Background: an optimization exercise with open tools, aiming at small area and a short achievable clock period. Do not read the settings as production practice.
Where RTL was checked, it was by simulation tests only, not by an equivalence proof against the original.
Power figures rest on the tool's default switching activity, not on a simulated workload.

==> flow/design.v (excerpt) <==
module pulse_sched_gen #(
  parameter int TW        = 32,
  parameter int QW        = 16,
  parameter int NTEMP     = 3,
  parameter int PULSE_LEN = 4,
  parameter int TNC_GAP   = 8
)(
  input  logic                  clk,
  input  logic                  rst,
  input  logic                  tick_1us,
  input  logic                  sync_in,
  input  logic                  load,
  input  logic                  en_cal,
  input  logic                  en_noise,
  input  logic [3:0]            n_temp,
  input  logic [15:0]           cal_dly,
  input  logic [TW-1:0]         dt_cal,
  input  logic [TW-1:0]         dt_noise,
  input  logic [NTEMP*TW-1:0]   p_ni,
  input  logic [NTEMP*TW-1:0]   p_ii,
  input  logic [NTEMP*TW-1:0]   p_np,
  input  logic [NTEMP*TW-1:0]   p_ip,
  input  logic [NTEMP*QW-1:0]   qit,
  output logic                  tni,
  output logic                  tki,
  output logic                  tnp,
  output logic                  tkp,
  output logic                  tobm,
  output logic                  tnc,
  output logic                  i_izl,
  output logic                  i_get,
  output logic                  error,
  output logic                  busy,
  output logic [3:0]            cur_train,
  output logic [TW-1:0]         time_now
);
==> flow/config.mk <==
export PLATFORM = sky130hd
export DESIGN_NAME = pulse_sched_gen
export DESIGN_NICKNAME = pulse_sched_gen
export VERILOG_FILES = /design/flow/design.v
export SDC_FILE = /design/flow/constraint.sdc
export NUM_CORES = 4
export LEC_CHECK = 0
export CAP_MARGIN = 20
export CORE_MARGIN = 2
export CORE_UTILIZATION = 40
export SLEW_MARGIN = 20
==> flow/constraint.sdc <==
create_clock -name core_clock -period 11.0 [get_ports {clk}]
set_input_delay 2.2000 -clock core_clock [delete_from_list [all_inputs] [get_ports {clk}]]
set_output_delay 2.2000 -clock core_clock [all_outputs]
set_load 0.01 [all_outputs]
standard.sh (not shown) runs the stock make flow with config.mk's settings and CLKGATE_MAP_FILE= SYNTH_SCRIPT=/design/flow/synth_recipe.tcl, a recipe that flattens the netlist after the stock synthesis.
==> flow/flow/run.sh <==
#!/bin/bash
# The standard layout (standard.sh, with its standard synthesis), with extra ORFS settings:
# plain buf_1 cells as the port buffers, and a setup margin that makes timing repair aim for
# more slack than the clock period needs. The clock period and constraints are unchanged.
set -euo pipefail
bash standard.sh finish SETUP_SLACK_MARGIN=7.35 CTS_CLUSTER_SIZE=24 CTS_CLUSTER_DIAMETER=100 CORE_UTILIZATION=50 "BUFFER_PORTS_ARGS=-buffer_cell sky130_fd_sc_hd__buf_1" > standard.log 2>&1
Next try:
--- a/flow/flow/run.sh
+++ b/flow/flow/run.sh
@@ -5,2 +5,2 @@
 set -euo pipefail
-bash standard.sh finish SETUP_SLACK_MARGIN=7.35 CTS_CLUSTER_SIZE=24 CTS_CLUSTER_DIAMETER=100 CORE_UTILIZATION=50 "BUFFER_PORTS_ARGS=-buffer_cell sky130_fd_sc_hd__buf_1" > standard.log 2>&1
+bash standard.sh finish SETUP_SLACK_MARGIN=7.5 CTS_CLUSTER_SIZE=24 CTS_CLUSTER_DIAMETER=100 CORE_UTILIZATION=50 "BUFFER_PORTS_ARGS=-buffer_cell sky130_fd_sc_hd__buf_1" > standard.log 2>&1
- The changed run completed with no timing, DRC or antenna violations
- die area is unchanged
- combinational power grows by 6.8%
- critical path depth stays the same
- design area grows by 1.2%
- worst setup slack improved by 0.063 ns

---

pulse_sched_gen again, from the RTL that the note above started with.
Settings: LEC_CHECK=0, CAP_MARGIN=20, CORE_MARGIN=2, CORE_UTILIZATION=40, SLEW_MARGIN=20; clock period 11.0 ns.
==> flow/flow/run.sh <==
#!/bin/bash
# The standard layout (standard.sh, with its standard synthesis), with extra ORFS settings:
# plain buf_1 cells as the port buffers, and a setup margin that makes timing repair aim for
# more slack than the clock period needs. The clock period and constraints are unchanged.
set -euo pipefail
bash standard.sh finish SETUP_SLACK_MARGIN=7.25 TNS_END_PERCENT=5 CTS_CLUSTER_SIZE=24 CTS_CLUSTER_DIAMETER=100 CORE_UTILIZATION=55 "BUFFER_PORTS_ARGS=-buffer_cell sky130_fd_sc_hd__buf_1" > standard.log 2>&1
Next try:
==> flow/flow/run.sh (replaced) <==
#!/bin/bash
# The standard layout (standard.sh, with its standard synthesis), with extra ORFS settings:
# plain buf_1 cells as the port buffers, a setup margin that makes timing repair aim for more
# slack than the clock period needs, larger clock-tree sink clusters and a higher core
# utilisation. The clock period and the constraints are unchanged. ORFS writes each step's
# log under orfs/logs/; make's own output goes to standard.log.
set -euo pipefail
bash standard.sh finish SETUP_SLACK_MARGIN=7.5 CTS_CLUSTER_SIZE=24 CTS_CLUSTER_DIAMETER=100 CORE_UTILIZATION=50 "BUFFER_PORTS_ARGS=-buffer_cell sky130_fd_sc_hd__buf_1" > standard.log 2>&1
Synthesized area is unchanged; wire length stays flat; non-clock buffer count increases by 36; cell area increases by 1.8%.
Next try:
--- a/flow/flow/run.sh
+++ b/flow/flow/run.sh
@@ -6,3 +6,3 @@
 # log under orfs/logs/; make's own output goes to standard.log.
 set -euo pipefail
-bash standard.sh finish SETUP_SLACK_MARGIN=7.5 CTS_CLUSTER_SIZE=24 CTS_CLUSTER_DIAMETER=100 CORE_UTILIZATION=50 "BUFFER_PORTS_ARGS=-buffer_cell sky130_fd_sc_hd__buf_1" > standard.log 2>&1
+bash standard.sh finish SETUP_SLACK_MARGIN=7.25 CTS_CLUSTER_SIZE=24 CTS_CLUSTER_DIAMETER=100 CORE_UTILIZATION=55 "BUFFER_PORTS_ARGS=-buffer_cell sky130_fd_sc_hd__buf_1" > standard.log 2>&1
Effect:
- The changed run finished clean
- wire length is about the same
- via count goes up slightly
- sequential share of layout area goes up by 0.70 points
- core utilization goes up by 4.8 points
Next try:
==> flow/flow/run.sh (replaced) <==
#!/bin/bash
# The standard layout (standard.sh, with its standard synthesis), with extra ORFS settings:
# plain buf_1 cells as the port buffers, and a setup margin that makes timing repair aim for
# more slack than the clock period needs. The clock period and constraints are unchanged.
set -euo pipefail
bash standard.sh finish SETUP_SLACK_MARGIN=7.5 CTS_CLUSTER_SIZE=18 CTS_CLUSTER_DIAMETER=80 CORE_UTILIZATION=50 "BUFFER_PORTS_ARGS=-buffer_cell sky130_fd_sc_hd__buf_1" > standard.log 2>&1
=> The changed run finished clean. First-iteration DRC count is higher by a few percent. Worst setup slack improved by 0.065 ns. Routed wire length is about the same. Sequential share of layout area is lower by 1.1 points. Die area is higher by roughly a tenth. Area after synthesis does not change. Utilization is lower by 4.4 points. Count of clock-buffer cells in the layout is higher by 22. Global-route usage is lower by 3.1 points. Design area is higher by a few percent. Power is higher by a few percent.
Next try:
==> flow/flow/run.sh (replaced) <==
#!/bin/bash
# The standard layout (standard.sh, with its standard synthesis), with extra ORFS settings:
# plain buf_1 cells as the port buffers, and a setup margin that makes timing repair aim for
# more slack than the clock period needs. The clock period and constraints are unchanged.
set -euo pipefail
bash standard.sh finish SETUP_SLACK_MARGIN=7.5 CTS_CLUSTER_SIZE=24 CTS_CLUSTER_DIAMETER=100 CORE_UTILIZATION=55 "BUFFER_PORTS_ARGS=-buffer_cell sky130_fd_sc_hd__buf_1" > standard.log 2>&1
Design area barely changes.
Fmax fell by 2.4%.
Setup slack degrades by 0.094 ns.
Sequential cell count stays the same.
Critical path depth rose by 1.
Utilization rose by 5.7 points.
Cell count fell by 2.0%.
Global-route usage rose by 3.5 points.
Worst hold slack stays flat.
Next try:
==> flow/flow/run.sh (replaced) <==
#!/bin/bash
# The standard layout (standard.sh, with its standard synthesis), with extra ORFS settings:
# plain buf_1 cells as the port buffers, and a setup margin that makes timing repair aim for
# more slack than the clock period needs. The clock period and constraints are unchanged.
set -euo pipefail
bash standard.sh finish SETUP_SLACK_MARGIN=7.65 CTS_CLUSTER_SIZE=24 CTS_CLUSTER_DIAMETER=100 CORE_UTILIZATION=50 "BUFFER_PORTS_ARGS=-buffer_cell sky130_fd_sc_hd__buf_1" > standard.log 2>&1
=> Total power grows by a few percent. Clock power is about the same. Flip-flop and latch count does not change. Wire length shrinks slightly. Hold slack stays flat. Setup slack is worse by 0.053 ns. Design area grows slightly.

---

pulse_sched_gen again, from the RTL that the note above started with.
==> flow/config.mk <==
export PLATFORM = sky130hd
export DESIGN_NAME = pulse_sched_gen
export DESIGN_NICKNAME = pulse_sched_gen
export VERILOG_FILES = /design/flow/design.v
export SDC_FILE = /design/flow/constraint.sdc
export NUM_CORES = 4
export LEC_CHECK = 0
export CAP_MARGIN = 20
export CORE_MARGIN = 2
export CORE_UTILIZATION = 40
export SLEW_MARGIN = 20
==> flow/constraint.sdc <==
create_clock -name core_clock -period 11.0 [get_ports {clk}]
set_input_delay 2.2000 -clock core_clock [delete_from_list [all_inputs] [get_ports {clk}]]
set_output_delay 2.2000 -clock core_clock [all_outputs]
set_load 0.01 [all_outputs]
==> flow/flow/run.sh <==
#!/bin/bash
# The standard layout (standard.sh, with its standard synthesis), with extra ORFS settings:
# plain buf_1 cells as the port buffers, and a setup margin that makes timing repair aim for
# more slack than the clock period needs. The clock period and constraints are unchanged.
set -euo pipefail
bash standard.sh finish SETUP_SLACK_MARGIN=7.5 CTS_CLUSTER_SIZE=24 CTS_CLUSTER_DIAMETER=100 CORE_UTILIZATION=50 SLEW_MARGIN=10 CAP_MARGIN=10 "BUFFER_PORTS_ARGS=-buffer_cell sky130_fd_sc_hd__buf_1" > standard.log 2>&1
Change:
==> flow/flow/run.sh (replaced) <==
#!/bin/bash
# The standard layout (standard.sh, with its standard synthesis), with extra ORFS settings:
# plain buf_1 cells as the port buffers, and a setup margin that makes timing repair aim for
# more slack than the clock period needs. The clock period and constraints are unchanged.
set -euo pipefail
bash standard.sh finish SETUP_SLACK_MARGIN=7.6 TNS_END_PERCENT=5 CTS_CLUSTER_SIZE=24 CTS_CLUSTER_DIAMETER=100 CORE_UTILIZATION=55 "BUFFER_PORTS_ARGS=-buffer_cell sky130_fd_sc_hd__buf_1" > standard.log 2>&1
Result: Worst hold slack is better by 11 ps. Setup slack is worse by 200 ps. Non-clock buffer count went up by 1. Via count went up by 0.53%. Final area went down by 0.78%. Routed wire length went up by 0.77%. Power went down by 2.0%.
Change:
==> flow/flow/run.sh (replaced) <==
#!/bin/bash
# The standard layout (standard.sh, with its standard synthesis), with extra ORFS settings:
# plain buf_1 cells as the port buffers, and a setup margin that makes timing repair aim for
# more slack than the clock period needs. The clock period and constraints are unchanged.
set -euo pipefail
bash standard.sh finish SETUP_SLACK_MARGIN=7.5 CTS_CLUSTER_SIZE=24 CTS_CLUSTER_DIAMETER=100 CORE_UTILIZATION=50 PLACE_DENSITY=0.7 "BUFFER_PORTS_ARGS=-buffer_cell sky130_fd_sc_hd__buf_1" > standard.log 2>&1
What happened:
- The changed run ran to the end with no violations
- sequential power stays flat
- clock skew rose by 17 ps
- worst setup slack improved by 130 ps
- non-clock buffer count grows by 7
- synthesized cell count does not change
- wire length came out lower by about 4%
- sequential share of layout area came out lower by 0.46 points
- core utilization falls by 5.1 points
Change:
==> flow/flow/run.sh (replaced) <==
#!/bin/bash
# The standard layout (standard.sh, with its standard synthesis), with extra ORFS settings:
# plain buf_1 cells as the port buffers, and a setup margin that makes timing repair aim for
# more slack than the clock period needs. The clock period and constraints are unchanged.
set -euo pipefail
bash standard.sh finish SETUP_SLACK_MARGIN=7.25 CTS_CLUSTER_SIZE=24 CTS_CLUSTER_DIAMETER=100 CORE_UTILIZATION=55 "BUFFER_PORTS_ARGS=-buffer_cell sky130_fd_sc_hd__buf_1" > standard.log 2>&1
Power went down by 2.3%. Utilization went up by 4.7 points. Global-route usage went up by 4.5 points. Die area went down by 9.0%. Worst setup slack loses 50 ps. Wire length went up by 3.8%. Cell count went down by 2.6%. Sequential power is about the same. Synthesized area does not change.

---

pulse_sched_gen, a different RTL version from the one above (not shown whole).
Size in the first run: roughly 3500 cells after synthesis, ~570 I/O pins, about 0.042 mm2 of cells after synthesis.
Settings: LEC_CHECK=0, CAP_MARGIN=20, CORE_MARGIN=2, CORE_UTILIZATION=40, SLEW_MARGIN=20; clock period 11.0 ns.
==> flow/flow/run.sh <==
#!/bin/bash
# The standard layout (standard.sh, with its standard synthesis), with extra ORFS settings:
# plain buf_1 cells as the port buffers, and a setup margin that makes timing repair aim for
# more slack than the clock period needs. The clock period and constraints are unchanged.
set -euo pipefail
bash standard.sh finish SETUP_SLACK_MARGIN=7.25 CTS_CLUSTER_SIZE=24 CTS_CLUSTER_DIAMETER=100 CORE_UTILIZATION=55 "BUFFER_PORTS_ARGS=-buffer_cell sky130_fd_sc_hd__buf_1" > standard.log 2>&1
Edit:
--- a/flow/flow/run.sh
+++ b/flow/flow/run.sh
@@ -5,2 +5,2 @@
 set -euo pipefail
-bash standard.sh finish SETUP_SLACK_MARGIN=7.25 CTS_CLUSTER_SIZE=24 CTS_CLUSTER_DIAMETER=100 CORE_UTILIZATION=55 "BUFFER_PORTS_ARGS=-buffer_cell sky130_fd_sc_hd__buf_1" > standard.log 2>&1
+bash standard.sh finish SETUP_SLACK_MARGIN=7.5 CTS_CLUSTER_SIZE=24 CTS_CLUSTER_DIAMETER=100 CORE_UTILIZATION=55 "BUFFER_PORTS_ARGS=-buffer_cell sky130_fd_sc_hd__buf_1" > standard.log 2>&1
After rerunning: Sequential power barely changes. Power came out higher by 3.5%. Synthesized area stays the same. Count of clock-buffer cells in the layout climbs by 2. Worst setup slack loses 0.085 ns. Maximum frequency goes down by about 2%. Routed wire length came out higher by about 4%. Global-route usage increases by 1.2 points.
Function was not checked in any run of this note: the RTL went through the layout flow alone.

---

## trial 29
Another version of the RTL of pulse_sched_gen (not shown whole).
Size in the first run: ~770 flip-flops, about 570 I/O pins.
==> flow/config.mk <==
export PLATFORM = sky130hd
export DESIGN_NAME = pulse_sched_gen
export DESIGN_NICKNAME = pulse_sched_gen
export VERILOG_FILES = /design/flow/design.v
export SDC_FILE = /design/flow/constraint.sdc
export NUM_CORES = 4
export LEC_CHECK = 0
export CAP_MARGIN = 20
export CORE_MARGIN = 2
export CORE_UTILIZATION = 40
export SLEW_MARGIN = 20
==> flow/constraint.sdc <==
create_clock -name core_clock -period 11.0 [get_ports {clk}]
set_input_delay 2.2000 -clock core_clock [delete_from_list [all_inputs] [get_ports {clk}]]
set_output_delay 2.2000 -clock core_clock [all_outputs]
set_load 0.01 [all_outputs]
==> flow/flow/run.sh <==
#!/bin/bash
# The standard layout (standard.sh, with its standard synthesis), with extra ORFS settings:
# plain buf_1 cells as the port buffers, and a setup margin that makes timing repair aim for
# more slack than the clock period needs. The clock period and constraints are unchanged.
set -euo pipefail
bash standard.sh finish SETUP_SLACK_MARGIN=7.5 CTS_CLUSTER_SIZE=24 CTS_CLUSTER_DIAMETER=100 CORE_UTILIZATION=60 "BUFFER_PORTS_ARGS=-buffer_cell sky130_fd_sc_hd__buf_1" > standard.log 2>&1
## Diff of input files: trial 10 against trial 29
--- a/flow/flow/run.sh
+++ b/flow/flow/run.sh
@@ -6 +6 @@
-bash standard.sh finish SETUP_SLACK_MARGIN=7.5 CTS_CLUSTER_SIZE=24 CTS_CLUSTER_DIAMETER=100 CORE_UTILIZATION=60 "BUFFER_PORTS_ARGS=-buffer_cell sky130_fd_sc_hd__buf_1" > standard.log 2>&1
+bash standard.sh finish SETUP_SLACK_MARGIN=7.25 CTS_CLUSTER_SIZE=24 CTS_CLUSTER_DIAMETER=100 CORE_UTILIZATION=60 "BUFFER_PORTS_ARGS=-buffer_cell sky130_fd_sc_hd__buf_1" > standard.log 2>&1
[summary]
Comparing trial 29 against trial 10, there is no change at all in max-cap check violation count. Having completed the whole flow, trial 10 delivered a layout that passed the timing, design-rule and antenna checks. Clock skew improves in trial 10 relative to trial 29. Between trial 29 and trial 10, the multi-input combinational cell count does not differ in any meaningful way. Total wirelength of the detailed-routed design went down by a few percent going from trial 29 to trial 10. From trial 29 to trial 10, cell depth of the worst hold path did not move at all. Re first-pass GRT wire length: trial 29 and trial 10 aren't equal, and the lower value belongs to trial 10.

---

before:
pulse_sched_gen again, from the RTL that the note above started with.
export LEC_CHECK = 0
export CAP_MARGIN = 20
export CORE_MARGIN = 2
export CORE_UTILIZATION = 40
export SLEW_MARGIN = 20
create_clock -name core_clock -period 11.0 [get_ports {clk}]
==> flow/flow/run.sh <==
#!/bin/bash
# The standard layout (standard.sh, with its standard synthesis), with extra ORFS settings:
# plain buf_1 cells as the port buffers, and a setup margin that makes timing repair aim for
# more slack than the clock period needs. The clock period and constraints are unchanged.
set -euo pipefail
bash standard.sh finish SETUP_SLACK_MARGIN=7 CTS_CLUSTER_SIZE=30 CTS_CLUSTER_DIAMETER=100 "BUFFER_PORTS_ARGS=-buffer_cell sky130_fd_sc_hd__buf_1" > standard.log 2>&1
Here is what was changed in the inputs of after compared with before.
--- a/flow/flow/run.sh
+++ b/flow/flow/run.sh
@@ -6 +6 @@
-bash standard.sh finish SETUP_SLACK_MARGIN=7 CTS_CLUSTER_SIZE=30 CTS_CLUSTER_DIAMETER=100 "BUFFER_PORTS_ARGS=-buffer_cell sky130_fd_sc_hd__buf_1" > standard.log 2>&1
+bash standard.sh finish SETUP_SLACK_MARGIN=7.5 "BUFFER_PORTS_ARGS=-buffer_cell sky130_fd_sc_hd__buf_1" > standard.log 2>&1
## What came out
Going from before to after, placer congestion estimate went down by 3.9%; wire length on met2 has decreased; wire length of the first global-routing pass rose by about 3%; routed length per placed instance went down 1.3%; final worst-path cycle share fell 2.4 points.
When after is set beside before, its final routed wirelength across all metal layers turns out to be 4.7 mm larger.
Looking only at area of all placed cells without fillers, and setting everything else aside, the lower value of after and before goes to before.
On sequential share of power, the lower figure sits with after, not before.
Between after and before, the data arrival at the endpoint of the critical path is higher for before.
Internal power of after exceeds that of before by more than 10%.
Side by side, number of vias after detailed routing turned out higher in after than in before.

static timing again, ports no longer ideal:
Ports are ideal in the flow. The routed layouts listed here were re-timed in OpenROAD.
Step 1 assumes that a clkbuf_16 drives the clock port and a buf_2 every other input.
Step 2 moves the port delays by t, midway between the first and last clock arrival at a register: inputs arrive t later, outputs are due t later. That takes back most of the time a late clock gives input paths.
a / b / c = ideal ports / drivers / drivers and shift; a / b = the first two.
run | t (ns) | setup slack, ns | pins driven straight from the clock port
the first run of note 1 | 0.695 | 7.234 / 7.234 / 6.666 | 1
the second run of note 1 | 0.698 | 7.297 / 7.297 / 6.690 | 1
the first run of note 2 | 0.690 | 7.119 / 7.119 / 6.589 | 1
the second run of note 2 | 0.698 | 7.297 / 7.297 / 6.690 | 1
the third run of note 2 | 0.688 | 7.169 / 7.169 / 6.578 | 1
the fourth run of note 2 | 0.708 | 7.234 / 7.234 / 6.679 | 1
the fifth run of note 2 | 0.690 | 7.140 / 7.140 / 6.661 | 1
the sixth run of note 2 | 0.703 | 7.088 / 7.088 / 6.609 | 1
the first run of note 3 | 0.698 | 7.297 / 7.297 / 6.690 | 1
the second run of note 3 | 0.690 | 7.093 / 7.093 / 6.595 | 1
the third run of note 3 | 0.698 | 7.219 / 7.219 / 6.673 | 1
the fourth run of note 3 | 0.688 | 7.169 / 7.169 / 6.578 | 1
the first run of note 4 | 0.681 | 6.876 / 6.876 / 6.546 | 1
the second run of note 4 | 0.671 | 6.791 / 6.791 / 6.668 | 1
trial 29 | 0.680 | 7.209 / 7.209 / 6.770 | 1
trial 10 | 0.692 | 7.246 / 7.246 / 6.629 | 1
before | 0.691 | 7.033 / 6.974 / 6.550 | 1
after | 0.734 | 7.298 / 7.320 / 6.616 | 1
After both steps every run listed still meets setup and hold. The setup slack of after, which loses most, moves by +0.022 ns with the drivers and by -0.682 ns with both steps.
